This design comes from an exercise in tuning for small area, a short achievable clock period and few clock cycles per item on the open sky130 flow, not from production work. Function was not checked in any run shown here: the RTL went through the layout flow alone. No activity file was given, so power comes from the tool's default toggle rates.

File: flow/config.mk
export PLATFORM = sky130hd
export DESIGN_NAME = streaming_top_k_selector_core
export DESIGN_NICKNAME = streaming_top_k_selector_core
export VERILOG_FILES = /design/flow/design.v
export SDC_FILE = /design/flow/constraint.sdc
export NUM_CORES = 4
export LEC_CHECK = 0
export CAP_MARGIN = 20
export CORE_MARGIN = 2
export CORE_UTILIZATION = 40
export PLACE_DENSITY = 0.6
export SETUP_SLACK_MARGIN = 3.0
export SLEW_MARGIN = 20
File: flow/constraint.sdc
create_clock -name core_clock -period 6.0 [get_ports {clk}]
set_input_delay 1.2000 -clock core_clock [delete_from_list [all_inputs] [get_ports {clk}]]
set_output_delay 1.2000 -clock core_clock [all_outputs]
set_load 0.01 [all_outputs]
File: flow/design.v
package stk_pkg;
    localparam int K_MAX     = 8;
    localparam int SCORE_W   = 32;
    localparam int IDX_W     = 18;
    localparam int KCFG_W    = 4;
    localparam int MTDATA_W  = 56;
endpackage
module stk_gt
(
    input  logic [31:0] a,
    input  logic [31:0] b,
    output logic        gt
);
    logic [31:0] g0, e0;
    logic [15:0] g1, e1;
    logic [7:0]  g2, e2;
    logic [3:0]  g3, e3;
    logic [1:0]  g4, e4;
    always_comb
    begin
        for (int i = 0; i < 31; i++)
        begin
            g0[i] = a[i] & ~b[i];
            e0[i] = ~(a[i] ^ b[i]);
        end
        g0[31] = ~a[31] & b[31];
        e0[31] = ~(a[31] ^ b[31]);
        for (int i = 0; i < 16; i++)
        begin
            g1[i] = g0[2*i+1] | (e0[2*i+1] & g0[2*i]);
            e1[i] = e0[2*i+1] & e0[2*i];
        end
        for (int i = 0; i < 8; i++)
        begin
            g2[i] = g1[2*i+1] | (e1[2*i+1] & g1[2*i]);
            e2[i] = e1[2*i+1] & e1[2*i];
        end
        for (int i = 0; i < 4; i++)
        begin
            g3[i] = g2[2*i+1] | (e2[2*i+1] & g2[2*i]);
            e3[i] = e2[2*i+1] & e2[2*i];
        end
        for (int i = 0; i < 2; i++)
        begin
            g4[i] = g3[2*i+1] | (e3[2*i+1] & g3[2*i]);
            e4[i] = e3[2*i+1] & e3[2*i];
        end
        gt = g4[1] | (e4[1] & g4[0]);
    end
endmodule
module streaming_top_k_selector_core
(
    input  logic         clk,
    input  logic         rst_n,
    input  logic         cfg_we,
    input  logic [3:0]   cfg_wdata,
    input  logic         s_tvalid,
    output logic         s_tready,
    input  logic [31:0]  s_tdata,
    input  logic         s_tlast,
    output logic         m_tvalid,
    input  logic         m_tready,
    output logic [55:0]  m_tdata,
    output logic [0:0]   m_tuser,
    output logic         m_tlast
);
    localparam logic [17:0] POS_LIMIT = 18'h3FFFF;
    logic [7:0]  km_cfg;         
    logic [17:0] pos_reg;        
    logic        first_reg;      
    logic        rdy_reg;        
    logic        ok_reg;         
    logic        s1_v;
    logic        s1_last;
    logic [7:0]  s1_km;
    logic [31:0] s1_score;
    logic        s2_v;
    logic        s2_last;
    logic [7:0]  s2_km;
    logic [31:0] s2_score;
    logic [17:0] s2_idx;
    logic [7:0]  bt_reg;         
    logic [31:0] sc_reg [8];
    logic [17:0] ix_reg [8];
    logic [7:0]  vld_reg;        
    logic        act_reg;        
    logic [7:0]  ptr_reg;        
    logic [7:0]  rem_reg;        
    logic [7:0]  fil_reg;        
    logic [7:0]  gap_reg;        
    logic [6:0]  room_reg;       
    logic        out_v;
    logic        out_last;
    logic        out_user;
    logic [49:0] out_data;
    logic [7:0]  chain;
    logic [7:0]  at;
    logic [7:0]  sd;
    logic        ins;
    logic        adj;
    logic        s2_end;
    always_comb
    begin
        chain[0] = 1'b0;
        for (int m = 1; m < 8; m++)
        begin
            chain[m] = chain[m-1] || bt_reg[m-1];
        end
        ins = |bt_reg;
        adj = act_reg && !gap_reg[0];
        for (int m = 0; m < 8; m++)
        begin
            at[m] = bt_reg[m] && !chain[m];
            sd[m] = chain[m] && ((m == 0 ? 1'b1 : vld_reg[(m > 0) ? m - 1 : 0]) || adj);
        end
        s2_end = s2_v && s2_last;
    end
    logic [7:0] gl;
    logic       gi;
    for (genvar j = 0; j < 8; j++)
    begin : g_cmp
        stk_gt u_gt (.a(s1_score), .b(sc_reg[j]), .gt(gl[j]));
    end
    stk_gt u_gti (.a(s1_score), .b(s2_score), .gt(gi));
    logic        load;
    logic        drain_end;
    logic [49:0] pick;
    assign load      = act_reg && (!out_v || m_tready);
    assign drain_end = !rem_reg[1];
    always_comb
    begin
        pick = '0;
        for (int j = 0; j < 8; j++)
        begin
            pick = pick | ({sc_reg[j], ix_reg[j]} & {50{ptr_reg[j]}});
        end
    end
    logic        move;
    logic        accept;
    logic        s1_load;
    logic        s1_v_n;
    logic        s1_last_n;
    logic        s2_v_n;
    logic        s2_end_n;
    logic [7:0]  vld_ins;
    logic [7:0]  vld_n;
    logic        act_n;
    logic [7:0]  ptr_n;
    logic [7:0]  rem_n;
    logic [7:0]  fil_n;
    logic [7:0]  gap_n;
    logic [6:0]  room_n;
    logic        out_v_n;
    logic [7:0]  g_n;
    logic        push;           
    assign move    = s1_v && ok_reg;
    assign accept  = s_tvalid && rdy_reg;
    assign s1_load = !s1_v || ok_reg;
    assign push    = adj && ins;
    always_comb
    begin
        s1_v_n    = accept || (s1_v && !ok_reg);
        s1_last_n = s1_load ? s_tlast : s1_last;
        s2_v_n    = move;
        s2_end_n  = move && s1_last;
        out_v_n   = load || (out_v && !m_tready);
        vld_ins   = ins ? {vld_reg[6:0], 1'b1} : vld_reg;
        if (s2_end)
        begin
            vld_n  = 8'd0;
            act_n  = 1'b1;
            ptr_n  = 8'd1;
            rem_n  = s2_km;
            fil_n  = vld_ins;
            gap_n  = 8'd0;
            for (int i = 0; i < 7; i++)
            begin
                room_n[i] = !s2_km[7-i];
            end
        end
        else
        begin
            vld_n  = vld_ins;
            act_n  = act_reg && !(load && drain_end);
            ptr_n  = ptr_reg;
            if (load)
                ptr_n = {ptr_n[6:0], 1'b0};
            if (push)
                ptr_n = {ptr_n[6:0], 1'b0};
            rem_n  = load ? {1'b0, rem_reg[7:1]} : rem_reg;
            fil_n  = load ? {1'b0, fil_reg[7:1]} : fil_reg;
            gap_n  = gap_reg;
            if (load && !(ins && !adj))
                gap_n = {gap_reg[6:0], 1'b1};
            else if (!load && ins && !adj)
                gap_n = {1'b0, gap_reg[7:1]};
            room_n = push ? {1'b0, room_reg[6:1]} : room_reg;
        end
        for (int m = 0; m < 8; m++)
        begin
            if (sd[m])
                g_n[m] = gl[(m > 0) ? m - 1 : 0];
            else if (at[m])
                g_n[m] = gi;
            else
                g_n[m] = gl[m];
        end
    end
    logic ld1;
    logic safe1;
    logic blocked1;
    logic ok_n;
    always_comb
    begin
        ld1      = act_n && !out_v_n;
        blocked1 = s1_last_n && (act_n || s2_end_n);
        if (s2_end_n)
            safe1 = !s1_km[7];
        else if (!act_n)
            safe1 = 1'b1;
        else if (!s2_v_n)
            safe1 = gap_n[0] || room_n[0] || ld1;
        else if (gap_n[0])
            safe1 = gap_n[1] || room_n[0] || ld1;
        else
            safe1 = room_n[1] || ld1;
        ok_n = !blocked1 && safe1;
    end
    assign s_tready = rdy_reg;
    assign m_tvalid = out_v;
    assign m_tlast  = out_last;
    assign m_tuser  = out_user;
    assign m_tdata  = {6'b0, out_data};
    always_ff @(posedge clk or negedge rst_n)
    begin
        if (!rst_n)
        begin
            km_cfg    <= 8'h0F;
            first_reg <= 1'b1;
            rdy_reg   <= 1'b1;
            ok_reg    <= 1'b1;
            s1_v      <= 1'b0;
            s2_v      <= 1'b0;
            vld_reg   <= 8'd0;
            act_reg   <= 1'b0;
            out_v     <= 1'b0;
        end
        else
        begin
            if (cfg_we)
            begin
                if (cfg_wdata == 4'd0)
                    km_cfg <= 8'h01;
                else if (cfg_wdata > 4'd8)
                    km_cfg <= 8'hFF;
                else
                    km_cfg <= 8'((9'd1 << cfg_wdata) - 9'd1);
            end
            if (accept)
            begin
                first_reg <= s_tlast;
            end
            rdy_reg <= !s1_v_n || ok_n;
            ok_reg  <= ok_n;
            s1_v    <= s1_v_n;
            s2_v    <= s2_v_n;
            vld_reg <= vld_n;
            act_reg <= act_n;
            out_v   <= out_v_n;
        end
    end
    always_ff @(posedge clk)
    begin
        if (accept)
        begin
            if (first_reg)
                pos_reg <= '0;
            else if (pos_reg != POS_LIMIT)
                pos_reg <= pos_reg + 18'd1;
        end
        if (s1_load)
        begin
            s1_km    <= km_cfg;
            s1_score <= s_tdata;
        end
        s1_last  <= s1_last_n;
        s2_last  <= s1_last;
        s2_km    <= s1_km;
        s2_score <= s1_score;
        s2_idx   <= pos_reg;
        for (int m = 0; m < 8; m++)
        begin
            bt_reg[m] <= move && s1_km[m] && (!vld_n[m] || g_n[m]);
            if (sd[m])
            begin
                sc_reg[m] <= sc_reg[(m > 0) ? m - 1 : 0];
                ix_reg[m] <= ix_reg[(m > 0) ? m - 1 : 0];
            end
            else if (at[m])
            begin
                sc_reg[m] <= s2_score;
                ix_reg[m] <= s2_idx;
            end
        end
        ptr_reg  <= ptr_n;
        rem_reg  <= rem_n;
        fil_reg  <= fil_n;
        gap_reg  <= gap_n;
        room_reg <= room_n;
        if (load)
        begin
            out_last <= drain_end;
            out_user <= fil_reg[0];
            out_data <= fil_reg[0] ? pick : {32'h8000_0000, 18'b0};
        end
    end
endmodule
File: flow/run.sh
#!/bin/bash
# synth_recipe.tcl (not shown) runs the flow's synth.tcl, then flattens the netlist and writes it again
# the make line also repeats each setting of config.mk as NAME=value (left out here)
make -C /OpenROAD-flow-scripts/flow DESIGN_CONFIG=/design/flow/config.mk WORK_HOME=/design/flow/orfs CLKGATE_MAP_FILE= SYNTH_SCRIPT=/design/flow/synth_recipe.tcl finish
==> impl_metrics.py, run 1 <==
metrics = {
    "detailed_routing": {
        "route.final.wire_length_mm": 107.1,
        "routedWlPerCell_um": 25.55,
        "drc": 0,
        "detail-route-antenna-nets": 0,
        "drt_first_iter_violations": 2727,
        "vias_per_cell": 5.941,
        "num_vias": 24910,
        "detailedRoute.firstPassIterationCount": 8,
    },
    "die": {
        "dieArea_um2": 84810,
        "floorplan.core_area_um2": 81850,
        "num_rows": 105,
        "boundaryPins": 102,
        "die_height_um": 291.2,
        "die_width_um": 291.2,
        "initial_utilization": 0.4031,
    },
    "power": {
        "power_leakage_nw": 15.26,
        "ir_worst_vdd_mv": 0.6316,
        "swShare": 0.4274,
        "share_clk_of_total_power": 0.181,
        "total_power_draw_w": 0.02470,
        "internal_power_w": 0.01414,
        "power.density_cell_area_nw_per_um2": 650.8,
        "share_comb_of_total_power": 0.427,
        "net-switching-power_w": 0.01056,
        "power.sequential.fraction": 0.392,
    },
    "yosys": {
        "post_synth_instance_area_um2": 33000,
        "netlist.area_leader.share": 0.4823,
        "postSynthCellCount": 2983,
        "synth-main-ff-cell": "sky130_fd_sc_hd__edfxtp_1",
        "synth_most_common_cell": "sky130_fd_sc_hd__edfxtp_1",
        "synth.largest_area_cell": "sky130_fd_sc_hd__edfxtp_1",
        "seq_area_frac_synth": 0.5516,
        "post_synth_main_area_contributors": "sky130_fd_sc_hd__edfxtp_1 48%, sky130_fd_sc_hd__ha_1 11%, sky130_fd_sc_hd__dfxtp_1 5.2%",
        "asyncSetResetFlopFracSynth": 0.03605,
        "synth_enable_flop_cells": 530,
        "yosys.cell_types.count": 74,
        "synth-warning-count": 6,
        "synth_top_cells_by_count": "530 x sky130_fd_sc_hd__edfxtp_1, 447 x sky130_fd_sc_hd__nand2_1, 293 x sky130_fd_sc_hd__inv_1, 281 x sky130_fd_sc_hd__ha_1, 272 x sky130_fd_sc_hd__o21ai_0",
        "syn_avg_cell_area_um2": 11.06,
        "postSynthRegisterBits": 638,
    },
    "setup_path": {
        "cp-end-kind": "flip-flop",
        "cp.buffers_inverters": 1,
        "largest_fanout_on_the_critical_path": 41,
        "start_kind": "flip-flop",
        "setup.reg_to_reg.worst_slack_ps": 3020,
        "crit_path_cell_trace": "or3_4 -> or4_4 -> o22ai_4 -> buf_12 -> mux2_2",
        "kind_of_cell_with_the_highest_combined_delay_on_the_critical_path": "simple AND/OR/NAND/NOR gates",
        "cp_data_required_time_ps": 6350,
        "setup.worst_path.class": "flip-flop to flip-flop",
        "timing.critical_path.arrival_ps": 3330,
        "cp_slowest_stage_delay_ps": 540,
        "slowest_stage": "sky130_fd_sc_hd__dfxtp_4",
    },
    "cells_and_area": {
        "multiInputGateArea_um2": 13310,
        "antennaDiodeCount": 0,
        "fin_area_um2": 37950,
        "drive_gt1_frac": 0.1102,
        "regArea_um2": 18220,
        "max_reg_flops": 256,
        "layoutNonFillerInstCount": 4192,
        "fillers": 7327,
        "synthToLayoutAreaGrowth_pct": 15.02,
        "finish.net_count": 3383,
    },
    "timing": {
        "min_period_ps": 2976,
        "final_setup_violation_count": 0,
        "max_clock_freq_mhz": 336.0,
        "final_min_period_over_clock_period": 0.4960,
        "max-slew-margin-rel": 0.1809,
        "final-max-slew-violation-count": 0,
        "setup-tns-final_ps": 0,
        "tightestPinTransition_ps": 1229,
        "final_hold_vios": 0,
        "fin_worst_skew_ps": 41.24,
        "grt_setup_unrepaired": "true",
    },
    "place": {
        "placed_cell_area_um2": 34960,
        "place_congestion": 0.9723,
        "port_buffers": 95,
        "post-place-cells": 4010,
        "detailed_place_hpwl_mm": 67.45,
    },
    "global_routing": {
        "grt_pass1_wl_mm": 158.5,
        "first_global_vias": 24870,
        "grt_use_total": 0.2478,
        "largest_net_degree_at_the_start_of_global_routing": 83,
        "overflow_after_grt": 0,
        "grt_antenna_before_repair": 0,
    },
    "outcome": {
        "status": "no timing/DRC/antenna violations",
    },
    "job": {
        "cap_viol_max_count": 0,
    },
    "clock_network": {
        "h_tree_level_count": 3,
        "clkLatencyLatePin_ps": 640,
        "hold_fix_buffer_count_after_cts": 0,
        "number_of_cts_inserted_buffers": 74,
        "sinks_on_clock_net": 638,
        "clock_tree_from_tritoncts": "yes",
        "clockRootBuffer": "sky130_fd_sc_hd__clkbuf_16",
        "cts-root-to-sink-buffers": 3,
        "cts.clk_slew.worst_paths_ps": 60,
    },
    "min_path": {
        "hold_path.class": "flip-flop to flip-flop",
    },
}
## power groups by stage
stage	clock network (W)	registers [W]	logic, W
CTS	0.00455	0.00967	0.0102
floorplan	0	0.00891	0.00635
finish	0.00448	0.00968	0.0105
detailed placement	0	0.00978	0.00984
global placement	0	0.00972	0.00959
global route	0.00472	0.00986	0.0114
## routing by layer
layer	up-vias	part of all wire	track usage	routed length (um)
met5	-	0	0	0
met4	0	0.041	0.1007	4409
met3	243	0.090	0.04192	9614
met2	1340	0.46	0.3989	48870
met1	12180	0.41	0.3325	44220
li1	11140	-	-	-
## layout by cell type (no fill, tap or decap), drive strengths merged, types with 7 or more instances in the layout
master	Yosys	routed
edfxtp	530	530
nand2	447	447
inv	293	294
ha	281	281
o21ai	276	276
a22oi	198	198
a21oi	115	115
clkbuf	141	107
mux2	105	105
clkdlybuf4s50	0	95
dfxtp	85	85
nor2	84	84
buf	29	68
a41oi	50	50
nand4	37	37
a21o	30	30
nand3	27	27
clkinv	0	22
a211oi	18	18
nor3	17	17
dfrtp	16	16
o22ai	15	15
and4	11	11
o211ai	11	11
mux2i	10	10
nor2b	9	9
o21a	9	9
or3	9	9
a221oi	9	9
xor2	8	8
a222oi	7	7
a31oi	7	7
dfstp	7	7
xnor2	7	7
## cell families (layout without fill, tap and decap cells)
kind of cell,after synthesis,after routing,share of synthesized area
XOR/XNOR,15,15,0.003982
buffers and inverters,463,597,0.05498
AND/OR/NAND/NOR,684,684,0.08983
multiplexers,115,115,0.03887
flip-flops,638,638,0.5516
other,1,6,0.0001136
AO/OA/AOI/OAI,786,786,0.1541
adder cells (fa/ha/maj),281,281,0.1066
## timing repair
item,in CTS,in global routing
endpoints found under the setup margin,412,27
gates resized for setup,29,10
pin swaps,1,2
cloned,3,0
buffers inserted,9,31
hold endpoints to repair,0,0
## through the flow
stage	util	hold WS, ps	setup WS, ps
3_5_place_dp	0.4272	366.2	2147
2_1_floorplan	-	346.2	2904
6_report	0.4637	383.0	3024
4_1_cts	0.4599	379.9	3002
3_3_place_gp	0.4272	369.1	2259
5_1_grt	0.4637	398.1	2994
## cell type report
cell class	count	area share
repair buffers	164	0.04151
multi-input cells	1887	0.3507
well taps	1070	0.03528
clock inverters	31	0.007615
repair inverters	2	0.0003956
flip-flops and latches	638	0.4799
clock buffers	107	0.05525
inverters	293	0.02928
## final timing paths
path,cells past startpoint,startpoint,end
min reg2reg,0,pos_reg[6],s2_idx[6]
max in group asynchronous,2,rst_n,ok_reg
min in group asynchronous,2,rst_n,vld_reg[5]
max reg2reg,5,bt_reg[0],ix_reg[7][3]
min,0,pos_reg[6],s2_idx[6]
max,5,bt_reg[0],ix_reg[7][3]
==> run 2: changes to the inputs <==
--- a/flow/config.mk
+++ b/flow/config.mk
@@ -10,4 +10,4 @@
 export CORE_UTILIZATION = 40
 export PLACE_DENSITY = 0.6
-export SETUP_SLACK_MARGIN = 3.0
+export SETUP_SLACK_MARGIN = 3.5
 export SLEW_MARGIN = 20
==> impl_metrics.py, run 2 <==
metrics = {
    "cells_and_area": {
        "layout.cells.most_common_list": "530 x sky130_fd_sc_hd__edfxtp_1, 437 x sky130_fd_sc_hd__nand2_1, 289 x sky130_fd_sc_hd__inv_1",
        "regArea_um2": 18230,
        "mostFrequentLayoutCell": "sky130_fd_sc_hd__edfxtp_1",
        "synthToLayoutAreaGrowth_pct": 20.59,
        "layoutNonFillerInstCount": 4279,
        "max_reg_flops": 256,
        "multiInputGateArea_um2": 14190,
        "drive_gt1_frac": 0.1701,
        "finish.net_count": 3477,
        "antennaDiodeCount": 0,
        "fillers": 7195,
    },
    "global_routing": {
        "globalRoute.busiestLayer": "met2",
        "largest_net_degree_at_the_start_of_global_routing": 82,
        "first_global_vias": 25390,
        "global_route.usage.met1": 0.3498,
        "overflow_after_grt": 0,
        "grt.met2_usage": 0.4021,
        "grt_use_total": 0.2547,
        "grt_util_met3": 0.03833,
        "grt_pass1_wl_mm": 162.3,
        "grt_antenna_before_repair": 1,
    },
    "setup_path": {
        "cp.buffers_inverters": 4,
        "largest_fanout_on_the_critical_path": 6,
        "slowest_stage": "sky130_fd_sc_hd__o211ai_1",
        "crit_path_cell_trace": "buf_4 -> buf_4 -> buf_6 -> ha_4 -> nand4_1 -> nor2_1 -> nand4_1 -> o211ai_1 -> a21oi_4 -> buf_6 -> o22ai_2 -> o211a_1",
        "start_kind": "flip-flop",
        "cp_data_required_time_ps": 6570,
        "kind_of_cell_with_the_highest_combined_delay_on_the_critical_path": "compound AO/OA/AOI/OAI gates",
        "cp-end-kind": "flip-flop",
        "cp_slowest_stage_delay_ps": 550,
        "timing.critical_path.arrival_ps": 3280,
        "setup.worst_path.class": "flip-flop to flip-flop",
    },
    "clock_network": {
        "cts-root-to-sink-buffers": 3,
        "clockRootBuffer": "sky130_fd_sc_hd__clkbuf_16",
        "cts.clk_slew.worst_paths_ps": 60,
        "clock_tree_from_tritoncts": "yes",
        "h_tree_level_count": 3,
        "hold_fix_buffer_count_after_cts": 0,
        "number_of_cts_inserted_buffers": 72,
        "sinks_on_clock_net": 638,
        "clkLatencyLatePin_ps": 630,
    },
    "timing": {
        "final-max-slew-violation-count": 0,
        "max_clock_freq_mhz": 368.4,
        "final_hold_vios": 0,
        "grt_setup_unrepaired": "true",
        "final_min_period_over_clock_period": 0.4524,
        "fin_worst_skew_ps": 28.85,
        "tightestPinTransition_ps": 1078,
        "final_setup_violation_count": 0,
        "min_period_ps": 2714,
        "setup-tns-final_ps": 0,
        "max-slew-margin-rel": 0.2815,
    },
    "power": {
        "share_clk_of_total_power": 0.174,
        "power.density_cell_area_nw_per_um2": 657.3,
        "power.sequential.fraction": 0.362,
        "net-switching-power_w": 0.01113,
        "swShare": 0.4255,
        "share_comb_of_total_power": 0.464,
        "power_leakage_nw": 16.21,
        "ir_worst_vdd_mv": 0.9185,
        "internal_power_w": 0.01502,
    },
    "yosys": {
        "postSynthRegisterBits": 638,
        "synth.largest_area_cell": "sky130_fd_sc_hd__edfxtp_1",
        "postSynthCellCount": 2983,
        "syn_avg_cell_area_um2": 11.06,
        "post_synth_instance_area_um2": 33000,
        "yosys.cell_types.count": 74,
        "netlist.area_leader.share": 0.4823,
        "synth_most_common_cell": "sky130_fd_sc_hd__edfxtp_1",
        "synth_top_cells_by_count": "530 x sky130_fd_sc_hd__edfxtp_1, 447 x sky130_fd_sc_hd__nand2_1, 293 x sky130_fd_sc_hd__inv_1, 281 x sky130_fd_sc_hd__ha_1, 272 x sky130_fd_sc_hd__o21ai_0",
        "synth_enable_flop_cells": 530,
        "asyncSetResetFlopFracSynth": 0.03605,
        "synth-warning-count": 6,
        "seq_area_frac_synth": 0.5516,
        "post_synth_main_area_contributors": "sky130_fd_sc_hd__edfxtp_1 48%, sky130_fd_sc_hd__ha_1 11%, sky130_fd_sc_hd__dfxtp_1 5.2%",
        "synth-main-ff-cell": "sky130_fd_sc_hd__edfxtp_1",
    },
    "detailed_routing": {
        "vias_per_cell": 5.961,
        "drc": 0,
        "route.final.wire_length_mm": 111.5,
        "routedWlPerCell_um": 26.07,
        "detailedRoute.firstPassIterationCount": 8,
        "drt_first_iter_violations": 2806,
        "detail-route-antenna-nets": 0,
        "num_vias": 25510,
    },
    "die": {
        "initial_utilization": 0.4031,
        "num_rows": 105,
        "floorplan.core_area_um2": 81850,
        "die_height_um": 291.2,
        "dieArea_um2": 84810,
        "die_width_um": 291.2,
        "boundaryPins": 102,
    },
    "place": {
        "port_buffers": 95,
        "detailed_place_hpwl_mm": 67.14,
        "place_congestion": 0.9606,
        "post-place-cells": 4011,
    },
    "min_path": {
        "hold_path.class": "flip-flop to flip-flop",
    },
    "outcome": {
        "status": "no timing/DRC/antenna violations",
    },
    "job": {
        "cap_viol_max_count": 0,
    },
}
## run 2: cell counts after synthesis
Identical to the previous run, type by type.
## run 2: path summary, 6_finish.rpt
kind / start / endpoint / slack [ps] / cells after the start
max in group asynchronous: rst_n / s1_v / 5030 / 1
min reg2reg: s1_last / s2_last / 380 / 0
max: s1_score[11] / bt_reg[2] / 3290 / 12
min: s1_last / s2_last / 380 / 0
max reg2reg: s1_score[11] / bt_reg[2] / 3290 / 12
min in group asynchronous: rst_n / vld_reg[3] / 580 / 1
## run 2: power groups by stage
stage          clock (W)  combinational (W)  sequential, W
6_report         0.00454             0.0121        0.00947
3_3_place_gp           0            0.00999        0.00955
3_5_place_dp           0             0.0102        0.00961
2_1_floorplan          0            0.00661        0.00890
4_1_cts          0.00459             0.0114        0.00941
5_1_grt          0.00475             0.0130        0.00965
## run 2: worst reg2reg max path, cell delays in order (launching register included)
cell,delay (ps)
sky130_fd_sc_hd__edfxtp_1,390
sky130_fd_sc_hd__buf_4,190
sky130_fd_sc_hd__buf_4,140
sky130_fd_sc_hd__buf_6,120
sky130_fd_sc_hd__ha_4,260
sky130_fd_sc_hd__nand4_1,160
sky130_fd_sc_hd__nor2_1,160
sky130_fd_sc_hd__nand4_1,100
sky130_fd_sc_hd__o211ai_1,550
sky130_fd_sc_hd__a21oi_4,170
sky130_fd_sc_hd__buf_6,150
sky130_fd_sc_hd__o22ai_2,100
sky130_fd_sc_hd__o211a_1,190
## run 2: logic make-up (layout without fill, tap and decap cells)
logic type / count (synthesis) / in the layout / synth area share
AOI/OAI and AO/OA: 786 / 787 / 0.1541
and+or+nand+nor: 684 / 686 / 0.08983
DFF: 638 / 638 / 0.5516
buffers and inverters: 463 / 681 / 0.05498
adders and majority gates: 281 / 281 / 0.1066
muxes: 115 / 115 / 0.03887
xor gates and xnor gates: 15 / 15 / 0.003982
other: 1 / 6 / 0.0001136
## run 2: stage by stage
stage               instance area [um2]  worst slack [ps]  hold WS (ps)  power, W    util
finish                            39790              3286         380.2   0.02615  0.4861
CTS                               39180              3286         380.8   0.02544  0.4787
global placement                  35160              2289         358.3   0.01953  0.4296
floorplan                         33340              2904         346.2   0.01551       -
detailed placement                35150              2212         376.3   0.01979  0.4295
global route                      39790              3236         389.8   0.02741  0.4861
## run 2: area by class of cell
type | count | area share
flip-flops and latches | 638 | 0.4582
multi-input cells | 1890 | 0.3567
repair buffers | 257 | 0.06333
clock buffers | 100 | 0.05047
well taps | 1070 | 0.03365
inverters | 293 | 0.02792
clock inverters | 29 | 0.009371
repair inverters | 2 | 0.0003773
## run 2: per-layer routing
layer	up-vias	wire (um)
li1	11350	-
met1	12580	46380
met2	1323	50480
met3	255	9907
met4	0	4771
met5	-	0
## run 2: repair_timing
item,CTS,global route
resized for setup,262,81
buffers inserted,105,20
cloned,9,4
pin swaps,64,41
endpoints found under the hold margin,0,0
endpoints found under the setup margin,842,238
==> run 3: changes to the inputs <==
--- a/flow/config.mk
+++ b/flow/config.mk
@@ -10,4 +10,4 @@
 export CORE_UTILIZATION = 40
 export PLACE_DENSITY = 0.6
-export SETUP_SLACK_MARGIN = 3.5
+export SETUP_SLACK_MARGIN = 3.8
 export SLEW_MARGIN = 20
==> impl_metrics.py, run 3 <==
metrics = {
    "outcome": {
        "status": "no timing/DRC/antenna violations",
    },
    "global_routing": {
        "grt_use_total": 0.2799,
        "largest_net_degree_at_the_start_of_global_routing": 85,
        "first_global_vias": 26550,
        "overflow_after_grt": 0,
        "grt_pass1_wl_mm": 176.7,
        "grt_antenna_before_repair": 4,
    },
    "setup_path": {
        "cp-end-kind": "flip-flop",
        "start_kind": "flip-flop",
        "cpMostUsedCell": "sky130_fd_sc_hd__o21ai_0",
        "kind_of_cell_with_the_highest_combined_delay_on_the_critical_path": "compound AO/OA/AOI/OAI gates",
        "slowest_stage": "sky130_fd_sc_hd__a221oi_1",
        "largest_fanout_on_the_critical_path": 7,
        "cp_data_required_time_ps": 6540,
        "timing.critical_path.arrival_ps": 3250,
        "cp_slowest_stage_delay_ps": 570,
        "cp.buffers_inverters": 1,
        "setup.worst_path.class": "flip-flop to flip-flop",
        "crit_path_cell_trace": "buf_4 -> ha_1 -> a21oi_1 -> o21ai_0 -> a221oi_1 -> o21ai_0 -> a21oi_4 -> o22ai_2 -> o211a_1",
    },
    "power": {
        "power.density_cell_area_nw_per_um2": 705.8,
        "power_leakage_nw": 17.57,
        "ir_worst_vdd_mv": 0.4875,
    },
    "cells_and_area": {
        "layout.cells.most_common_list": "530 x sky130_fd_sc_hd__edfxtp_1, 400 x sky130_fd_sc_hd__nand2_1, 286 x sky130_fd_sc_hd__inv_1",
        "max_reg_flops": 256,
        "drive_gt1_frac": 0.2477,
        "finish.net_count": 3621,
        "final_core_utilization": 0.5192,
        "mostFrequentLayoutCell": "sky130_fd_sc_hd__edfxtp_1",
        "fillers": 6878,
        "layoutNonFillerInstCount": 4431,
        "synthToLayoutAreaGrowth_pct": 28.79,
    },
    "yosys": {
        "synth_top_cells_by_count": "530 x sky130_fd_sc_hd__edfxtp_1, 447 x sky130_fd_sc_hd__nand2_1, 293 x sky130_fd_sc_hd__inv_1, 281 x sky130_fd_sc_hd__ha_1, 272 x sky130_fd_sc_hd__o21ai_0",
        "synth-main-ff-cell": "sky130_fd_sc_hd__edfxtp_1",
        "syn_avg_cell_area_um2": 11.06,
        "postSynthRegisterBits": 638,
        "asyncSetResetFlopFracSynth": 0.03605,
        "synth.largest_area_cell": "sky130_fd_sc_hd__edfxtp_1",
        "post_synth_instance_area_um2": 33000,
        "synth_enable_flop_cells": 530,
        "yosys.cell_types.count": 74,
        "post_synth_main_area_contributors": "sky130_fd_sc_hd__edfxtp_1 48%, sky130_fd_sc_hd__ha_1 11%, sky130_fd_sc_hd__dfxtp_1 5.2%",
        "postSynthCellCount": 2983,
        "synth-warning-count": 6,
        "seq_area_frac_synth": 0.5516,
        "synth_most_common_cell": "sky130_fd_sc_hd__edfxtp_1",
        "netlist.area_leader.share": 0.4823,
    },
    "clock_network": {
        "cts.clk_slew.worst_paths_ps": 60,
        "sinks_on_clock_net": 638,
        "number_of_cts_inserted_buffers": 73,
        "cts-root-to-sink-buffers": 3,
        "clock_tree_from_tritoncts": "yes",
        "clockRootBuffer": "sky130_fd_sc_hd__clkbuf_16",
        "clkLatencyLatePin_ps": 650,
        "h_tree_level_count": 3,
    },
    "place": {
        "post-place-cells": 4009,
        "placement.setup.worst_slack_ps": 2080,
        "detailed_place_hpwl_mm": 66.83,
        "port_buffers": 95,
        "place_congestion": 0.9504,
    },
    "timing": {
        "finalWorstSetupSlack_ps": 3287,
        "final-max-slew-violation-count": 0,
        "final_hold_vios": 0,
        "final_setup_violation_count": 0,
        "fin_worst_skew_ps": 29.05,
        "final_min_period_over_clock_period": 0.4522,
        "max_clock_freq_mhz": 368.5,
        "setup-tns-final_ps": 0,
        "max-slew-margin-rel": 0.3054,
        "min_period_ps": 2713,
        "tightestPinTransition_ps": 1042,
        "grt_setup_unrepaired": "true",
        "worst_hold_slack_ps": 371.5,
    },
    "detailed_routing": {
        "vias_per_cell": 6.182,
        "route.final.wire_length_mm": 125.8,
        "detail-route-antenna-nets": 0,
        "detailedRoute.firstPassIterationCount": 10,
        "routedWlPerCell_um": 28.39,
        "num_vias": 27390,
        "drt_first_iter_violations": 3935,
        "drc": 0,
    },
    "die": {
        "die_width_um": 291.2,
        "floorplan.core_area_um2": 81850,
        "dieArea_um2": 84810,
        "initial_utilization": 0.4031,
        "num_rows": 105,
        "boundaryPins": 102,
        "die_height_um": 291.2,
    },
    "job": {
        "cap_viol_max_count": 0,
    },
    "min_path": {
        "hold_path.class": "flip-flop to flip-flop",
    },
}
## run 3: cell types whose count changed in the layout (fill, tap and decap cells not counted), sizes merged, moves of 3 or more
cell | previous run | this run
nand2 | 449 | 465
dlygate4sd2 | 23 | 0
clkdlybuf4s15 | 24 | 0
clkbuf | 106 | 114
buf | 163 | 335
dlymetal6s2s | 3 | 0
bufinv | 8 | 3
clkinv | 18 | 27
## run 3: logic make-up (layout without fill, tap and decap cells)
group / count (synthesis) / after routing / share of synthesized area
AO/OA/AOI/OAI: 786 / 787 / 0.1541
XOR/XNOR: 15 / 15 / 0.003982
adder cells (fa/ha/maj): 281 / 281 / 0.1066
buffers and inverters: 463 / 815 / 0.05498
flip-flops: 638 / 638 / 0.5516
multiplexers: 115 / 115 / 0.03887
other: 1 / 8 / 0.0001136
AND/OR/NAND/NOR: 684 / 702 / 0.08983
## run 3: where the power goes
| group | leakage [nW] | internal, W | switching (W) | total [W] |
|---|---|---|---|---|
| sequential | 6.09 | 0.00797 | 0.00167 | 0.00963 |
| combinational | 10.3 | 0.00632 | 0.00958 | 0.0159 |
| clock | 1.16 | 0.00254 | 0.00192 | 0.00446 |
| total | 17.6 | 0.0168 | 0.0132 | 0.0300 |
## run 3: worst paths after layout
| check | cells past startpoint | endpoint | start | slack, ps |
|---|---|---|---|---|
| worst min-delay path | 0 | s2_last | s1_last | 370 |
| max in group asynchronous | 2 | ok_reg | rst_n | 4760 |
| worst min register to register | 0 | s2_last | s1_last | 370 |
| worst max-delay path | 9 | bt_reg[6] | s1_score[17] | 3290 |
| worst max register to register | 9 | bt_reg[6] | s1_score[17] | 3290 |
| min in group asynchronous | 2 | s2_v | rst_n | 930 |
## run 3: worst register-to-register path, delay by kind of cell (launching register included)
family	cells	cell delay (ps)
compound gates	7	1730
fa+ha+maj	1	310
buf+inv	1	190
flops	1	400
## run 3: area by class of cell
| cell class | count | area [um2] | share of cell area |
|---|---|---|---|
| clock buffers | 102 | 2046 | 0.04814 |
| diodes | 2 | 5.005 | 0.0001178 |
| inverters | 293 | 1124 | 0.02644 |
| flip-flops and latches | 638 | 18240 | 0.4293 |
| clock inverters | 34 | 330.3 | 0.007773 |
| repair buffers | 385 | 4410 | 0.1038 |
| multi-input cells | 1906 | 14990 | 0.3528 |
| well taps | 1070 | 1339 | 0.03150 |
| repair inverters | 1 | 7.507 | 0.0001767 |
## run 3: metal layers
metal / GRT usage / wire (um) / vias to the layer above / part of all wire
li1: - / - / 11670 / -
met1: 0.3660 / 47290 / 13240 / 0.38
met2: 0.4282 / 54760 / 1998 / 0.44
met3: 0.06566 / 15720 / 474 / 0.12
met4: 0.1557 / 8004 / 6 / 0.064
met5: 0 / 44 / - / 0.00035
## run 3: metrics by stage
stage / total power (W) / cell area (um2)
final: 0.02999 / 42500
after global routing: 0.03103 / 42490
after CTS: 0.02810 / 41360
after detailed placement: 0.02009 / 35310
after global placement: 0.01981 / 35310
after floorplan: 0.01593 / 33680
## run 3: what timing repair did
action / 4_1_cts / 5_1_grt
pin swaps: 104 / 53
gates cloned: 46 / 14
gates resized for setup: 523 / 136
hold buffers: 0 / 0
buffers inserted: 179 / 45
setup endpoints to repair: 903 / 484
==> run 4: changes to the inputs <==
--- a/flow/design.v
+++ b/flow/design.v
@@ -97,4 +97,5 @@
     logic [7:0]  at;
     logic [7:0]  sd;
+    logic [7:0]  hold;
     logic        ins;
     logic        adj;
@@ -113,4 +114,5 @@
             at[m] = bt_reg[m] && !chain[m];
             sd[m] = chain[m] && ((m == 0 ? 1'b1 : vld_reg[(m > 0) ? m - 1 : 0]) || adj);
+            hold[m] = !(sd[m] || at[m]);
         end
         s2_end = s2_v && s2_last;
@@ -292,14 +294,10 @@
         begin
             bt_reg[m] <= move && s1_km[m] && (!vld_n[m] || g_n[m]);
-            if (sd[m])
-            begin
-                sc_reg[m] <= sc_reg[(m > 0) ? m - 1 : 0];
-                ix_reg[m] <= ix_reg[(m > 0) ? m - 1 : 0];
-            end
-            else if (at[m])
-            begin
-                sc_reg[m] <= s2_score;
-                ix_reg[m] <= s2_idx;
-            end
+            sc_reg[m] <= (sc_reg[m] & {32{hold[m]}})
+                       | (sc_reg[(m > 0) ? m - 1 : 0] & {32{sd[m]}})
+                       | (s2_score & {32{at[m]}});
+            ix_reg[m] <= (ix_reg[m] & {18{hold[m]}})
+                       | (ix_reg[(m > 0) ? m - 1 : 0] & {18{sd[m]}})
+                       | (s2_idx & {18{at[m]}});
         end
         ptr_reg  <= ptr_n;
--- a/flow/config.mk
+++ b/flow/config.mk
@@ -10,4 +10,4 @@
 export CORE_UTILIZATION = 40
 export PLACE_DENSITY = 0.6
-export SETUP_SLACK_MARGIN = 3.8
+export SETUP_SLACK_MARGIN = 3.5
 export SLEW_MARGIN = 20
==> impl_metrics.py, run 4 <==
metrics = {
    "power": {
        "internal_power_w": 0.01365,
        "power.density_cell_area_nw_per_um2": 656.4,
        "share_comb_of_total_power": 0.486,
        "net-switching-power_w": 0.01136,
        "ir_worst_vdd_mv": 0.3918,
        "power_leakage_nw": 15.85,
        "total_power_draw_w": 0.02502,
        "share_clk_of_total_power": 0.185,
        "swShare": 0.4542,
        "power.sequential.fraction": 0.329,
    },
    "yosys": {
        "yosys.cell_types.count": 69,
        "synth.largest_area_cell": "sky130_fd_sc_hd__dfxtp_1",
        "synth_most_common_cell": "sky130_fd_sc_hd__nand2_1",
        "asyncSetResetFlopFracSynth": 0.03605,
        "netlist.area_leader.share": 0.2786,
        "post_synth_instance_area_um2": 31260,
        "postSynthCellCount": 3282,
        "postSynthRegisterBits": 638,
        "synth-warning-count": 6,
        "synth_enable_flop_cells": 180,
        "post_synth_main_area_contributors": "sky130_fd_sc_hd__dfxtp_1 28%, sky130_fd_sc_hd__edfxtp_1 17%, sky130_fd_sc_hd__ha_1 11%",
        "seq_area_frac_synth": 0.4702,
        "synth_top_cells_by_count": "577 x sky130_fd_sc_hd__nand2_1, 435 x sky130_fd_sc_hd__dfxtp_1, 399 x sky130_fd_sc_hd__a22oi_1, 290 x sky130_fd_sc_hd__inv_1, 281 x sky130_fd_sc_hd__ha_1",
        "synth-main-ff-cell": "sky130_fd_sc_hd__dfxtp_1",
        "syn_avg_cell_area_um2": 9.524,
    },
    "global_routing": {
        "overflow_after_grt": 0,
        "grt_antenna_before_repair": 3,
        "largest_net_degree_at_the_start_of_global_routing": 60,
        "grt_pass1_wl_mm": 175.9,
        "first_global_vias": 26950,
        "grt_use_total": 0.2882,
    },
    "clock_network": {
        "sinks_on_clock_net": 638,
        "cts.clk_slew.worst_paths_ps": 60,
        "clkLatencyLatePin_ps": 640,
        "number_of_cts_inserted_buffers": 72,
        "clock_tree_from_tritoncts": "yes",
        "clockRootBuffer": "sky130_fd_sc_hd__clkbuf_16",
        "cts-root-to-sink-buffers": 3,
        "h_tree_level_count": 3,
        "hold_fix_buffer_count_after_cts": 0,
    },
    "place": {
        "post-place-cells": 4267,
        "placed_cell_area_um2": 33290,
        "detailed_place_hpwl_mm": 68.42,
        "place_congestion": 0.9210,
        "port_buffers": 95,
    },
    "die": {
        "boundaryPins": 102,
        "num_rows": 102,
        "die_width_um": 283.5,
        "initial_utilization": 0.4035,
        "die_height_um": 283.5,
        "dieArea_um2": 80390,
        "floorplan.core_area_um2": 77470,
    },
    "detailed_routing": {
        "routedWlPerCell_um": 26.32,
        "num_vias": 28150,
        "vias_per_cell": 6.175,
        "detailedRoute.firstPassIterationCount": 9,
        "route.final.wire_length_mm": 120.0,
        "drc": 0,
        "drt_first_iter_violations": 3566,
        "detail-route-antenna-nets": 0,
    },
    "timing": {
        "worst_hold_slack_ps": 383.9,
        "setup-tns-final_ps": 0,
        "final_setup_violation_count": 0,
        "max-slew-margin-rel": 0.2877,
        "final_min_period_over_clock_period": 0.4480,
        "max_clock_freq_mhz": 372.1,
        "final-max-slew-violation-count": 0,
        "fin_worst_skew_ps": 26.33,
        "final_hold_vios": 0,
        "tightestPinTransition_ps": 1068,
        "min_period_ps": 2688,
        "grt_setup_unrepaired": "true",
    },
    "setup_path": {
        "start_kind": "flip-flop",
        "slowest_stage": "sky130_fd_sc_hd__edfxtp_1",
        "largest_fanout_on_the_critical_path": 4,
        "cp_data_required_time_ps": 6530,
        "cp_slowest_stage_delay_ps": 520,
        "crit_path_cell_trace": "buf_6 -> ha_4 -> a211oi_2 -> a211o_1 -> o211ai_1 -> a211o_1 -> a31oi_4 -> nor3_2 -> o311a_1",
        "cpMostUsedCell": "sky130_fd_sc_hd__a211o_1",
        "cp-end-kind": "flip-flop",
        "timing.critical_path.arrival_ps": 3220,
        "setup.worst_path.class": "flip-flop to flip-flop",
    },
    "cells_and_area": {
        "finish.net_count": 3782,
        "mostFrequentLayoutCell": "sky130_fd_sc_hd__nand2_1",
        "fillers": 7184,
        "drive_gt1_frac": 0.1381,
        "max_reg_flops": 224,
        "fin_area_um2": 38110,
        "synthToLayoutAreaGrowth_pct": 21.92,
        "layoutNonFillerInstCount": 4559,
        "layout.cells.most_common_list": "574 x sky130_fd_sc_hd__nand2_1, 419 x sky130_fd_sc_hd__dfxtp_1, 398 x sky130_fd_sc_hd__a22oi_1",
    },
    "min_path": {
        "hold_path.class": "flip-flop to flip-flop",
    },
    "outcome": {
        "status": "no timing/DRC/antenna violations",
    },
    "job": {
        "cap_viol_max_count": 0,
    },
}
[run 4: cell families after synthesis]
group           share of synthesized area
simple gates                       0.1303
compound gates                     0.2188
flops                              0.4702
buf+inv                           0.05985
fa+ha+maj                          0.1125
xor+xnor                         0.004483
mux                              0.003643
other cells                     0.0001200
[run 4: per-layer routing]
layer / vias up / routed length, um / GRT usage
met1: 13690 / 49270 / 0.3912
met3: 309 / 13180 / 0.05916
met2: 1641 / 52160 / 0.4413
li1: 12510 / - / -
met5: - / 32 / 0
met4: 4 / 5336 / 0.1310
[run 4: repair_timing]
| action | in CTS | in global routing |
|---|---|---|
| pin swaps | 69 | 44 |
| cloned | 13 | 4 |
| setup endpoints to repair | 432 | 238 |
| setup buffers | 120 | 21 |
| resized for setup | 266 | 70 |
[run 4: final cells by class]
cell class	instances	area, um2	share of cell area
multi-input cells	2172	15830	0.4154
repair inverters	1	11.26	0.0002955
diodes	1	2.502	0.00006566
inverters	291	1126	0.02955
flip-flops and latches	638	14720	0.3863
repair buffers	283	2673	0.07013
clock buffers	106	2103	0.05519
well taps	1040	1301	0.03415
clock inverters	27	339.1	0.008898
[run 4: worst paths after layout]
check                           slack (ps)        start    endpoint  depth (start not counted)
worst max-delay path                  3310  s1_score[3]   bt_reg[5]                          9
worst min-delay path                   380     s1_km[3]    s2_km[3]                          0
worst max register to register        3310  s1_score[3]   bt_reg[5]                          9
worst min register to register         380     s1_km[3]    s2_km[3]                          0
max in group asynchronous             4760        rst_n   km_cfg[0]                          2
min in group asynchronous              930        rst_n  vld_reg[2]                          2
[run 4: through the flow]
stage | setup slack, ps | utilization
after detailed placement | 2484 | 0.4297
after floorplan | 3500 | -
final | 3312 | 0.4919
after global routing | 3283 | 0.4919
after CTS | 3369 | 0.4858
after global placement | 2289 | 0.4292
[run 4: power groups by stage]
stage / clock [W] / combinational [W] / sequential [W]
6_report: 0.00463 / 0.0121 / 0.00824
3_5_place_dp: 0 / 0.0101 / 0.00833
4_1_cts: 0.00468 / 0.0115 / 0.00815
5_1_grt: 0.00485 / 0.0130 / 0.00841
3_3_place_gp: 0 / 0.00993 / 0.00835
2_1_floorplan: 0 / 0.00663 / 0.00768
[run 4: critical path, delay by kind of cell (launching register included)]
kind	cells	cell delay (ps)
AOI/OAI and AO/OA	6	1630
DFF	1	520
buffers and inverters	1	200
adders and majority gates	1	160
and+or+nand+nor	1	60
==> run 5: changes to the inputs <==
--- a/flow/config.mk
+++ b/flow/config.mk
@@ -9,4 +9,6 @@
 export CORE_MARGIN = 2
 export CORE_UTILIZATION = 40
+export CTS_BUF_LIST = sky130_fd_sc_hd__clkbuf_8
+export CTS_CLUSTER_SIZE = 30
 export PLACE_DENSITY = 0.6
 export SETUP_SLACK_MARGIN = 3.5
==> impl_metrics.py, run 5 <==
metrics = {
    "yosys": {
        "netlist.area_leader.share": 0.2786,
        "synth_most_common_cell": "sky130_fd_sc_hd__nand2_1",
        "asyncSetResetFlopFracSynth": 0.03605,
        "synth_top_cells_by_count": "577 x sky130_fd_sc_hd__nand2_1, 435 x sky130_fd_sc_hd__dfxtp_1, 399 x sky130_fd_sc_hd__a22oi_1, 290 x sky130_fd_sc_hd__inv_1, 281 x sky130_fd_sc_hd__ha_1",
        "postSynthRegisterBits": 638,
        "synth.largest_area_cell": "sky130_fd_sc_hd__dfxtp_1",
        "synth_enable_flop_cells": 180,
        "seq_area_frac_synth": 0.4702,
        "yosys.cell_types.count": 69,
        "post_synth_instance_area_um2": 31260,
        "synth-main-ff-cell": "sky130_fd_sc_hd__dfxtp_1",
        "synth-warning-count": 6,
        "syn_avg_cell_area_um2": 9.524,
        "post_synth_main_area_contributors": "sky130_fd_sc_hd__dfxtp_1 28%, sky130_fd_sc_hd__edfxtp_1 17%, sky130_fd_sc_hd__ha_1 11%",
        "postSynthCellCount": 3282,
    },
    "detailed_routing": {
        "detail-route-antenna-nets": 0,
        "detailedRoute.firstPassIterationCount": 7,
        "drt_first_iter_violations": 3500,
        "drc": 0,
        "route.final.wire_length_mm": 119.9,
        "routedWlPerCell_um": 25.82,
        "vias_per_cell": 6.158,
        "num_vias": 28600,
    },
    "cells_and_area": {
        "max_reg_flops": 224,
        "drive_gt1_frac": 0.1750,
        "mostFrequentLayoutCell": "sky130_fd_sc_hd__nand2_1",
        "synthToLayoutAreaGrowth_pct": 21.84,
        "finish.net_count": 3829,
        "layout.cells.most_common_list": "572 x sky130_fd_sc_hd__nand2_1, 416 x sky130_fd_sc_hd__dfxtp_1, 398 x sky130_fd_sc_hd__a22oi_1",
        "layoutNonFillerInstCount": 4645,
    },
    "place": {
        "detailed_place_hpwl_mm": 68.42,
        "place_congestion": 0.9210,
        "post-place-cells": 4267,
        "port_buffers": 95,
    },
    "clock_network": {
        "cts-root-to-sink-buffers": 3,
        "clkLatencyLatePin_ps": 770,
        "cts.clk_slew.worst_paths_ps": 70,
        "clock_tree_from_tritoncts": "yes",
        "number_of_cts_inserted_buffers": 110,
        "sinks_on_clock_net": 638,
        "h_tree_level_count": 3,
        "hold_fix_buffer_count_after_cts": 0,
        "clockRootBuffer": "sky130_fd_sc_hd__clkbuf_8",
    },
    "timing": {
        "final_hold_vios": 0,
        "grt_setup_unrepaired": "true",
        "final_min_period_over_clock_period": 0.4409,
        "tightestPinTransition_ps": 1134,
        "setup-tns-final_ps": 0,
        "max_clock_freq_mhz": 378.0,
        "fin_worst_skew_ps": 58.93,
        "max-slew-margin-rel": 0.2431,
        "final_setup_violation_count": 0,
        "min_period_ps": 2646,
        "final-max-slew-violation-count": 0,
    },
    "power": {
        "ir_worst_vdd_mv": 0.4946,
        "power_leakage_nw": 15.98,
        "power.density_cell_area_nw_per_um2": 645.2,
    },
    "job": {
        "cap_viol_max_count": 0,
    },
    "setup_path": {
        "cp.depth": 8,
        "rr_worst_depth": 8,
        "setup.reg_to_reg.worst_slack_ps": 3350,
        "crit_end": "bt_reg[5]",
        "critPathLaunch": "s1_score[3]",
        "critical_path.reg2reg.startpoint": "s1_score[3]",
        "cp.buffers_inverters": 0,
        "kind_of_cell_with_the_highest_combined_delay_on_the_critical_path": "compound AO/OA/AOI/OAI gates",
        "largest_fanout_on_the_critical_path": 5,
        "endpoint_of_the_most_critical_register_to_register_path": "bt_reg[5]",
        "cp_data_required_time_ps": 6640,
        "timing.critical_path.arrival_ps": 3290,
        "setup.worst_path.class": "flip-flop to flip-flop",
        "cp-end-kind": "flip-flop",
        "start_kind": "flip-flop",
        "cpMostUsedCell": "sky130_fd_sc_hd__a211o_1",
        "crit_path_cell_trace": "ha_2 -> a211oi_2 -> a211o_1 -> o211ai_1 -> a211o_1 -> a31oi_4 -> nor3_2 -> o311a_1",
        "slowest_stage": "sky130_fd_sc_hd__edfxtp_1",
        "cp_slowest_stage_delay_ps": 560,
    },
    "global_routing": {
        "overflow_after_grt": 0,
        "first_global_vias": 27220,
        "grt_antenna_before_repair": 6,
        "grt_use_total": 0.2886,
        "largest_net_degree_at_the_start_of_global_routing": 60,
        "grt_pass1_wl_mm": 176.7,
    },
    "min_path": {
        "hold_path.class": "flip-flop to flip-flop",
        "worstHoldStart": "s1_km[1]",
    },
    "die": {
        "num_rows": 102,
        "initial_utilization": 0.4035,
        "floorplan.core_area_um2": 77470,
        "die_height_um": 283.5,
        "boundaryPins": 102,
        "dieArea_um2": 80390,
        "die_width_um": 283.5,
    },
    "outcome": {
        "status": "no timing/DRC/antenna violations",
    },
}
[run 5: cell type report]
class | count | area, um2
diodes | 4 | 10.01
fillers | 7215 | 39380
multi-input cells | 2171 | 16080
repair buffers | 294 | 2560
clock buffers | 135 | 1858
well taps | 1040 | 1301
clock inverters | 72 | 411.6
flip-flops and latches | 638 | 14730
inverters | 291 | 1126
[run 5: worst min path at each step]
stage / to / cells after the start
2_1_floorplan: s2_score[0] / 0
3_3_place_gp: s2_last / 0
5_1_grt: s2_last / 0
4_1_cts: s2_last / 0
3_5_place_dp: s2_last / 0
6_report: s2_km[1] / 0
[run 5: where the power goes]
part	leakage [nW]	total (W)	internal [W]	switching, W
sequential	5.66	0.00823	0.00649	0.00174
combinational	9.00	0.0122	0.00444	0.00780
clock	1.31	0.00410	0.00220	0.00190
total	16.0	0.0246	0.0131	0.0114
[run 5: logic make-up after synthesis]
kind of cell / Yosys count / share of synthesized area
other: 1 / 0.0001200
flip-flops: 638 / 0.4702
adder cells (fa/ha/maj): 281 / 0.1125
buffers and inverters: 488 / 0.05985
AO/OA/AOI/OAI: 912 / 0.2188
XOR/XNOR: 16 / 0.004483
AND/OR/NAND/NOR: 935 / 0.1303
multiplexers: 11 / 0.003643
[run 5: stage by stage]
stage	util	worst slack (ps)	hold WS, ps	instance area (um2)	total power, W
after CTS	0.4814	3358	392.0	37290	0.02372
after detailed placement	0.4297	2484	387.0	33290	0.01845
after floorplan	-	3500	346.2	31340	0.01431
after global routing	0.4915	3250	412.7	38080	0.02588
after global placement	0.4292	2289	384.2	33250	0.01827
final	0.4916	3354	395.6	38080	0.02457
[run 5: layer usage]
layer / up-vias / part of all wire / track usage
met5: - / 0.00023 / 0
met4: 4 / 0.044 / 0.1217
met3: 366 / 0.11 / 0.06198
met2: 1780 / 0.43 / 0.4462
met1: 13820 / 0.41 / 0.3902
li1: 12640 / - / -
[run 5: what timing repair did]
item	in CTS	in global routing
cloned	12	3
buffers inserted	126	26
resized for setup	404	98
pin swaps	81	71
setup endpoints to repair	430	141
==> run 6: changes to the inputs <==
--- a/flow/config.mk
+++ b/flow/config.mk
@@ -9,6 +9,5 @@
 export CORE_MARGIN = 2
 export CORE_UTILIZATION = 40
-export CTS_BUF_LIST = sky130_fd_sc_hd__clkbuf_8
-export CTS_CLUSTER_SIZE = 30
+export CTS_BUF_LIST = sky130_fd_sc_hd__clkbuf_4 sky130_fd_sc_hd__clkbuf_8
 export PLACE_DENSITY = 0.6
 export SETUP_SLACK_MARGIN = 3.5
==> impl_metrics.py, run 6 <==
metrics = {
    "power": {
        "power_leakage_nw": 15.95,
        "power.density_cell_area_nw_per_um2": 649.2,
        "ir_worst_vdd_mv": 0.3904,
    },
    "global_routing": {
        "first_global_vias": 27240,
        "grt_antenna_before_repair": 7,
        "grt_use_total": 0.2890,
        "overflow_after_grt": 0,
        "grt_pass1_wl_mm": 176.8,
        "largest_net_degree_at_the_start_of_global_routing": 60,
    },
    "place": {
        "post-place-cells": 4267,
        "detailed_place_hpwl_mm": 68.42,
        "place_congestion": 0.9210,
        "placed_cell_area_um2": 33290,
        "placement.setup.worst_slack_ps": 2484,
        "port_buffers": 95,
    },
    "setup_path": {
        "cp_data_required_time_ps": 6640,
        "endpoint_of_the_most_critical_register_to_register_path": "bt_reg[5]",
        "largest_fanout_on_the_critical_path": 6,
        "setup.worst_path.class": "flip-flop to flip-flop",
        "start_kind": "flip-flop",
        "critical_path.reg2reg.startpoint": "s1_score[15]",
        "timing.critical_path.arrival_ps": 3260,
        "cp-end-kind": "flip-flop",
        "rr_worst_depth": 9,
        "setup.reg_to_reg.worst_slack_ps": 3380,
    },
    "min_path": {
        "hold_path_depth": 0,
        "worstHoldStart": "s1_km[3]",
        "hold_path.class": "flip-flop to flip-flop",
        "worst_hold_path.endpoint": "s2_km[3]",
    },
    "cells_and_area": {
        "max_reg_flops": 224,
        "drive_gt1_frac": 0.1781,
        "fin_area_um2": 38040,
        "synthToLayoutAreaGrowth_pct": 21.70,
        "layoutNonFillerInstCount": 4645,
        "fillers": 7165,
        "layout.cells.most_common_list": "572 x sky130_fd_sc_hd__nand2_1, 416 x sky130_fd_sc_hd__dfxtp_1, 398 x sky130_fd_sc_hd__a22oi_1",
        "multiInputGateArea_um2": 15890,
        "finish.net_count": 3828,
        "regArea_um2": 14730,
        "mostFrequentLayoutCell": "sky130_fd_sc_hd__nand2_1",
    },
    "timing": {
        "min_period_ps": 2624,
        "max-slew-margin-rel": 0.2615,
        "final_hold_vios": 0,
        "tightestPinTransition_ps": 1107,
        "worst_hold_slack_ps": 393.7,
        "final_setup_violation_count": 0,
        "setup-tns-final_ps": 0,
        "final-max-slew-violation-count": 0,
        "grt_setup_unrepaired": "true",
        "finalWorstSetupSlack_ps": 3376,
        "max_clock_freq_mhz": 381.1,
        "fin_worst_skew_ps": 56.06,
        "final_min_period_over_clock_period": 0.4373,
    },
    "clock_network": {
        "clkLatencyLatePin_ps": 770,
        "clockRootBuffer": "sky130_fd_sc_hd__clkbuf_8",
        "clock_tree_from_tritoncts": "yes",
        "hold_fix_buffer_count_after_cts": 0,
        "sinks_on_clock_net": 638,
        "cts.clk_slew.worst_paths_ps": 60,
        "cts-root-to-sink-buffers": 3,
        "h_tree_level_count": 3,
        "number_of_cts_inserted_buffers": 110,
    },
    "detailed_routing": {
        "drc": 0,
        "drt_first_iter_violations": 3438,
        "detail-route-antenna-nets": 0,
        "num_vias": 28440,
        "detailedRoute.firstPassIterationCount": 8,
        "routedWlPerCell_um": 25.82,
        "vias_per_cell": 6.122,
        "route.final.wire_length_mm": 119.9,
    },
    "yosys": {
        "synth_enable_flop_cells": 180,
        "synth-main-ff-cell": "sky130_fd_sc_hd__dfxtp_1",
        "postSynthRegisterBits": 638,
        "post_synth_instance_area_um2": 31260,
        "postSynthCellCount": 3282,
        "yosys.cell_types.count": 69,
        "synth_top_cells_by_count": "577 x sky130_fd_sc_hd__nand2_1, 435 x sky130_fd_sc_hd__dfxtp_1, 399 x sky130_fd_sc_hd__a22oi_1, 290 x sky130_fd_sc_hd__inv_1, 281 x sky130_fd_sc_hd__ha_1",
        "asyncSetResetFlopFracSynth": 0.03605,
        "post_synth_main_area_contributors": "sky130_fd_sc_hd__dfxtp_1 28%, sky130_fd_sc_hd__edfxtp_1 17%, sky130_fd_sc_hd__ha_1 11%",
        "synth_most_common_cell": "sky130_fd_sc_hd__nand2_1",
        "syn_avg_cell_area_um2": 9.524,
        "synth-warning-count": 6,
        "synth.largest_area_cell": "sky130_fd_sc_hd__dfxtp_1",
        "netlist.area_leader.share": 0.2786,
        "seq_area_frac_synth": 0.4702,
    },
    "die": {
        "floorplan.core_area_um2": 77470,
        "boundaryPins": 102,
        "dieArea_um2": 80390,
        "num_rows": 102,
        "initial_utilization": 0.4035,
        "die_width_um": 283.5,
        "die_height_um": 283.5,
    },
    "job": {
        "cap_viol_max_count": 0,
    },
    "outcome": {
        "status": "no timing/DRC/antenna violations",
    },
}
## run 6: changes by cell type in the layout (fill, tap and decap cells not counted), moves of 2 or more
| cell | delta |
|---|---|
| sky130_fd_sc_hd__nor2_2 | -2 |
| sky130_fd_sc_hd__inv_1 | -35 |
| sky130_fd_sc_hd__o21ai_0 | +3 |
| sky130_fd_sc_hd__ha_4 | -12 |
| sky130_fd_sc_hd__clkbuf_4 | +36 |
| sky130_fd_sc_hd__a21oi_2 | -2 |
| sky130_fd_sc_hd__ha_1 | +13 |
| sky130_fd_sc_hd__buf_6 | -2 |
| sky130_fd_sc_hd__o21ai_2 | -3 |
| sky130_fd_sc_hd__a21oi_1 | +2 |
| sky130_fd_sc_hd__nor2_1 | +3 |
## run 6: cell families after synthesis
group                    Yosys count  share of synthesized area
buffers and inverters            488                    0.05985
AND/OR/NAND/NOR                  935                     0.1303
flip-flops                       638                     0.4702
adder cells (fa/ha/maj)          281                     0.1125
XOR/XNOR                          16                   0.004483
multiplexers                      11                   0.003643
AO/OA/AOI/OAI                    912                     0.2188
other                              1                  0.0001200
## run 6: worst max path at each step
stage                 to    startpoint
2_1_floorplan  bt_reg[7]     bt_reg[0]
3_3_place_gp   bt_reg[7]     bt_reg[0]
3_5_place_dp   bt_reg[5]  s1_score[17]
4_1_cts         s_tready       rdy_reg
5_1_grt        bt_reg[5]  s1_score[23]
6_report       bt_reg[5]  s1_score[15]
## run 6: power breakdown
group	leakage, nW	internal [W]	switching (W)
sequential	5.66	0.00649	0.00174
combinational	8.99	0.00438	0.00775
clock	1.29	0.00243	0.00191
total	15.9	0.0133	0.0114
## run 6: area by class of cell
class                   count  share of cell area
diodes                      5           0.0003289
clock buffers             171             0.05595
clock inverters            36            0.007269
inverters                 291             0.02960
multi-input cells        2171              0.4176
flip-flops and latches    638              0.3873
well taps                1040             0.03421
repair buffers            293             0.06769
## run 6: repair_timing
item / CTS / global route
resized for setup: 404 / 68
setup endpoints to repair: 430 / 140
cloned: 12 / 3
pin swaps: 84 / 50
buffers inserted: 125 / 26
## run 6: per-layer routing
metal	track usage	wire, um
met1	0.3912	48870
met2	0.4436	51960
met3	0.06117	13410
met4	0.1294	5664
met5	0	27
## run 6: stage by stage
| step | utilization | total power (W) |
|---|---|---|
| finish | 0.4911 | 0.02470 |
| global route | 0.4909 | 0.02599 |
| CTS | 0.4830 | 0.02395 |
| detailed placement | 0.4297 | 0.01845 |
| global placement | 0.4292 | 0.01827 |
| floorplan | - | 0.01431 |
## run 6: worst max-delay path: stages (launching register included)
cell,delay (ps)
sky130_fd_sc_hd__edfxtp_1,480
sky130_fd_sc_hd__buf_6,180
sky130_fd_sc_hd__buf_4,160
sky130_fd_sc_hd__ha_1,330
sky130_fd_sc_hd__nand4_1,210
sky130_fd_sc_hd__nor2_1,120
sky130_fd_sc_hd__a2111oi_4,390
sky130_fd_sc_hd__o22a_2,260
sky130_fd_sc_hd__nor3_1,60
sky130_fd_sc_hd__o311a_1,350

[static timing again, ports no longer ideal]
In the flow no input, the clock included, has a driving cell. The finished layouts below were timed again as built, in two steps. Step 1: set_driving_cell puts a clkbuf_16 on clk and a buf_2 on each other input, an assumption about the parent block. Step 2 moves the port delays by t, midway between the first and last clock arrival at a register: inputs arrive t later, outputs are due t later. That takes back most of the time a late clock gives input paths. a / b / c = ideal ports / drivers / drivers and shift; a / b = the first two.
run	shift t [ns]	slack for setup (ns)	worst setup path at the end	worst data-port slew with drivers (ns)
run 1	0.685	3.024 / 3.024 / 2.656	input to register	0.05
run 2	0.676	3.286 / 3.286 / 3.043	input to register	0.04
run 3	0.700	3.287 / 3.287 / 3.163	input to register	0.06
run 4	0.696	3.312 / 3.312 / 2.993	input to register	0.04
run 5	0.801	3.354 / 3.348 / 2.885	input to register	0.04
run 6	0.800	3.376 / 3.340 / 2.883	input to register	0.04
After both steps setup and hold are still met in every run listed. For run 6, which loses most, drivers alone change the setup slack by -0.036 ns; drivers and shift together by -0.493 ns.
